Context: an optimization exercise on an open-source flow, tuned for a short achievable clock period. The choices shown serve that exercise and are no tape-out recipe. The RTL was checked by simulation tests, not by an equivalence proof against the original design. Power is estimated from default activity; no workload was simulated.

job 101:
## mipsCore
module mipsCore #(
    parameter logic [31:0] RESET_PC = 32'h0000_3000
) (
    input  logic          clk,
    input  logic          arstN,
    output logic [31:0]   pc,
    input  logic [31:0]   instr,
    output logic [31:0]   memAddr,
    output logic [31:0]   memWdata,
    output logic          memWe,
    input  logic [31:0]   memRdata,
    output logic          regWe,
    output logic [4:0]    regWaddr,
    output logic [31:0]   regWdata
);
    logic [5:0]  op;
    logic [4:0]  rs, rt, rd;
    logic [5:0]  fn;
    logic [15:0] imm;
    assign op  = instr[31:26];
    assign rs  = instr[25:21];
    assign rt  = instr[20:16];
    assign rd  = instr[15:11];
    assign fn  = instr[5:0];
    assign imm = instr[15:0];
    logic isR, isAdd, isSub, isJr, isOri, isLui, isLw, isSw, isBeq, isJal;
    assign isR   = (op == 6'b000000);
    assign isAdd = isR && (fn == 6'b100000);
    assign isSub = isR && (fn == 6'b100010);
    assign isJr  = isR && (fn == 6'b001000);
    assign isOri = (op == 6'b001101);
    assign isLui = (op == 6'b001111);
    assign isLw  = (op == 6'b100011);
    assign isSw  = (op == 6'b101011);
    assign isBeq = (op == 6'b000100);
    assign isJal = (op == 6'b000011);
    logic selSub, selOrLo, selOrHi, selAddImm, selAddRt;
    assign selSub    = isSub || isBeq;
    assign selOrLo   = isOri;
    assign selOrHi   = isLui;
    assign selAddImm = isLw || isSw;
    assign selAddRt  = !(selSub || selOrLo || selOrHi || selAddImm);
    logic [31:0]      regs [1:31];
    logic [31*32-1:0] regsFlat;
    logic [31:0]      rsData, rtData;
    for (genvar i = 1; i < 32; i++) begin : gFlat
        assign regsFlat[(i-1)*32 +: 32] = regs[i];
    end
    logic [31:0] rsF, rtF;
    regRead uRsRead (.addr(rs), .regsFlat(regsFlat), .dataF(rsF), .dataS(rsData));
    regRead uRtRead (.addr(rt), .regsFlat(regsFlat), .dataF(rtF), .dataS(rtData));
    logic [31:0] sImm;
    assign sImm = {{16{imm[15]}}, imm};
    logic        selSum;
    logic [31:0] bX1, bX0, bnF, bnS, pSum, cSum, orLo, orHi;
    assign selSum = selAddRt || selSub || selAddImm;
    assign bX1 = selAddImm ? sImm : {32{selAddRt}};
    assign bX0 = selAddImm ? sImm : {32{selSub}};
    bOperand #(.N(64)) uB (.r({rtData, rtF}), .x1({2{bX1}}), .x0({2{bX0}}), .bn({bnS, bnF}));
  ...
clock: 13.0 ns
lec_check: 0
cap_margin: 20
core_margin: 2
core_utilization: 40
setup_slack_margin: 5
slew_margin: 20
synth_hierarchical: 1
standard.sh (not shown) runs the stock make flow with config.mk's settings and CLKGATE_MAP_FILE= SYNTH_SCRIPT=/design/flow/synth_recipe.tcl, a recipe that flattens the netlist after the stock synthesis.
==> flow/flow/run.sh <==
#!/bin/bash
# The standard layout (standard.sh: standard synthesis, floorplan, place,
# CTS, route), with one change: the port buffers that placement inserts on
# every input and output are sky130_fd_sc_hd__buf_6 instead of the default
# pick (a delay cell, clkdlybuf4s50_1). Make's full output goes to
# standard_flow.log; each ORFS step also keeps its own log under orfs/logs/.
set -euo pipefail
bash standard.sh "BUFFER_PORTS_ARGS=-buffer_cell sky130_fd_sc_hd__buf_6" finish > standard_flow.log 2>&1
diff inputs: job 101 => job 102
--- a/flow/design.v
+++ b/flow/design.v
@@ -207,65 +207,65 @@
 );
     always_comb begin
         for (int k = 0; k < 8; k++) sel[k] = (a == k[2:0]);
     end
 endmodule
 module regRead (
     input  logic [4:0]       addr,
     input  logic [31*32-1:0] regsFlat,    
     output logic [31:0]      dataF,       
     output logic [31:0]      dataS        
 );
-    logic [8*4*4-1:0] lo;    
-    logic [4*8-1:0]   hi;    
+    logic [8*8*4-1:0] lo;    
+    logic [8*8-1:0]   hi;    
     for (genvar j = 0; j < 8; j++) begin : gLo
-        for (genvar k = 0; k < 4; k++) begin : gByte
-            rfDecLo uDecLo (.a(addr[1:0]), .sel(lo[(j*4 + k)*4 +: 4]));
+        for (genvar k = 0; k < 8; k++) begin : gNib
+            rfDecLo uDecLo (.a(addr[1:0]), .sel(lo[(j*8 + k)*4 +: 4]));
         end
     end
-    for (genvar k = 0; k < 4; k++) begin : gHi
+    for (genvar k = 0; k < 8; k++) begin : gHi
         rfDecHi uDecHi (.a(addr[4:2]), .sel(hi[k*8 +: 8]));
     end
     logic [7*32-1:0] l1a, l1b, l1c, l1d, l1y;    
     logic [8*32-1:0] l2a, l2b, l2c, l2d, l2y;    
     logic [31:0]     g0s, g0d, g0y;
     for (genvar b = 0; b < 32; b++) begin : gG0
-        assign g0s[b] = lo[(0*4 + b/8)*4 + 1];
+        assign g0s[b] = lo[(0*8 + b/4)*4 + 1];
     end
     assign g0d = regsFlat[0 +: 32];
     for (genvar j = 0; j < 8; j++) begin : gL1
         if (j > 0) begin : gFirst
             for (genvar b = 0; b < 32; b++) begin : gA
-                assign l1a[(j-1)*32 + b] = lo[(j*4 + b/8)*4 + 0];
-                assign l1c[(j-1)*32 + b] = lo[(j*4 + b/8)*4 + 1];
+                assign l1a[(j-1)*32 + b] = lo[(j*8 + b/4)*4 + 0];
+                assign l1c[(j-1)*32 + b] = lo[(j*8 + b/4)*4 + 1];
             end
             assign l1b[(j-1)*32 +: 32] = regsFlat[(4*j - 1)*32 +: 32];
             assign l1d[(j-1)*32 +: 32] = regsFlat[(4*j)*32 +: 32];
         end
         for (genvar b = 0; b < 32; b++) begin : gB
-            assign l2a[j*32 + b] = lo[(j*4 + b/8)*4 + 2];
-            assign l2c[j*32 + b] = lo[(j*4 + b/8)*4 + 3];
+            assign l2a[j*32 + b] = lo[(j*8 + b/4)*4 + 2];
+            assign l2c[j*32 + b] = lo[(j*8 + b/4)*4 + 3];
         end
         assign l2b[j*32 +: 32] = regsFlat[(4*j + 1)*32 +: 32];
         assign l2d[j*32 +: 32] = regsFlat[(4*j + 2)*32 +: 32];
     end
     gNand2 #(.N(32))   uL1g0 (.a(g0s), .b(g0d), .y(g0y));
     gAoi22 #(.N(7*32)) uL1a  (.a(l1a), .b(l1b), .c(l1c), .d(l1d), .y(l1y));
     gAoi22 #(.N(8*32)) uL1b  (.a(l2a), .b(l2b), .c(l2c), .d(l2d), .y(l2y));
     logic [8*32-1:0] w;
     gNand2 #(.N(8*32)) uL2 (.a({l1y, g0y}), .b(l2y), .y(w));
     logic [4*32-1:0] m3a, m3b, m3c, m3d, m3y;
     for (genvar q = 0; q < 4; q++) begin : gL3
         for (genvar b = 0; b < 32; b++) begin : gH
-            assign m3a[q*32 + b] = hi[(b/8)*8 + 2*q];
-            assign m3c[q*32 + b] = hi[(b/8)*8 + 2*q + 1];
+            assign m3a[q*32 + b] = hi[(b/4)*8 + 2*q];
+            assign m3c[q*32 + b] = hi[(b/4)*8 + 2*q + 1];
         end
         assign m3b[q*32 +: 32] = w[(2*q)*32 +: 32];
         assign m3d[q*32 +: 32] = w[(2*q + 1)*32 +: 32];
     end
     gAoi22 #(.N(4*32)) uL3 (.a(m3a), .b(m3b), .c(m3c), .d(m3d), .y(m3y));
     gNand4 #(.N(64)) uL4 (
         .a({2{m3y[0 +: 32]}}), .b({2{m3y[32 +: 32]}}), .c({2{m3y[64 +: 32]}}), .d({2{m3y[96 +: 32]}}),
         .y({dataS, dataF})
     );
 endmodule
 `default_nettype wire
@@ -458,33 +458,33 @@
     assign wbAlu    = !(isLw || isJal);
     logic [31:0] wbOther, wbData;
     assign wbOther = ({32{wbAlu && selOrLo}} & orLo) | ({32{wbAlu && selOrHi}} & orHi)
                    | ({32{isLw}} & memRdata) | ({32{isJal}} & pcPlus4);
     resultSelect uWbSel (
         .selSum (wbAlu && selSum), .p (pSum), .c (cSum), .other (wbOther),
         .y      (regWdata), .y2 (wbData)
     );
     assign regWe    = wbWrite && arstN;
     assign memWe    = isSw && arstN;
     assign memWdata = rtData;
-    logic [31:1] wrEn [4];
-    for (genvar k = 0; k < 4; k++) begin : gWrDec
+    logic [31:1] wrEn [8];
+    for (genvar k = 0; k < 8; k++) begin : gWrDec
         wrDec uWrDec (.we(regWe), .waddr(regWaddr), .en(wrEn[k]));
     end
     always_ff @(posedge clk or negedge arstN) begin
         if (!arstN) begin
             for (int i = 1; i < 32; i++) regs[i] <= 32'd0;
         end else begin
             for (int i = 1; i < 32; i++)
-                for (int k = 0; k < 4; k++)
-                    if (wrEn[k][i]) regs[i][k*8 +: 8] <= wbData[k*8 +: 8];
+                for (int k = 0; k < 8; k++)
+                    if (wrEn[k][i]) regs[i][k*4 +: 4] <= wbData[k*4 +: 4];
         end
     end
     logic [31:0] branchTarget, jumpTarget, nextPc;
     logic        rsEqRt;
     assign pcPlus4      = pc + 32'd4;
     assign branchTarget = pcPlus4 + {sImm[29:0], 2'b00};
     assign jumpTarget   = {pcPlus4[31:28], instr[25:0], 2'b00};
     assign rsEqRt       = (rsData == rtData);
     always_comb begin
         if (isJr)                  nextPc = rsData;
         else if (isJal)            nextPc = jumpTarget;
==> results.txt <==
Total track usage delta (job 102 -> job 101): insignificant. Post-synth net total for job 102: 314 up relative to job 101. Job 102 vs job 101 — area growth from synthesis to layout dropped 2.3 points. Job 101 → job 102: total power after layout higher, netlist area before placement higher. Delta (job 102 minus job 101): maximum frequency decreased by 1.9% relative to the old numbers, final wirelength increased by about 2.8% relative to the old numbers. Compared with job 101, in job 102 first-pass GRT wire length rose 4.1%, clock-buffer cell count grew by 6.0%, period utilization shows an increase of 1.3 points. Looking at cell type of the slowest stage on the worst timing path, the buf_6 result is from job 101; the mux2i_4 one comes from job 102. Comparing job 101 and job 102, fraction of met2 tracks used by global routing is higher on job 101. Between job 101 and job 102, via count is lower for job 101, job 102 comes in above that. For register clock-pin slew on the reported worst setup and hold paths, job 102 and job 101 come out practically identical. Post-layout net count (job 102 vs. job 101) increases by a few percent.

[separate check: timing with driven ports]
The results above use ideal ports. As a check the final layouts listed here were re-extracted and re-timed, cells and wires unchanged.
Step 1 assumes that a clkbuf_16 drives the clock port and a buf_2 every other input.
Step 2 also shifts input and output timing later by t, the mid clock arrival at the registers, as if the neighbouring blocks saw the same clock.
Three values: no drivers, after step 1, after step 2; two values: the first two.
run	t (ns)	setup WS [ns]	worst data-port slew with drivers (ns)	pins driven straight from the clock port
job 101	0.860	4.227 / 3.737 / 3.737	0.63	1
job 102	0.881	4.056 / 3.589 / 3.589	0.51	1
After both steps every run listed still meets setup and hold. The setup slack of job 101, which loses most, moves by -0.490 ns with the drivers and by -0.490 ns with both steps.
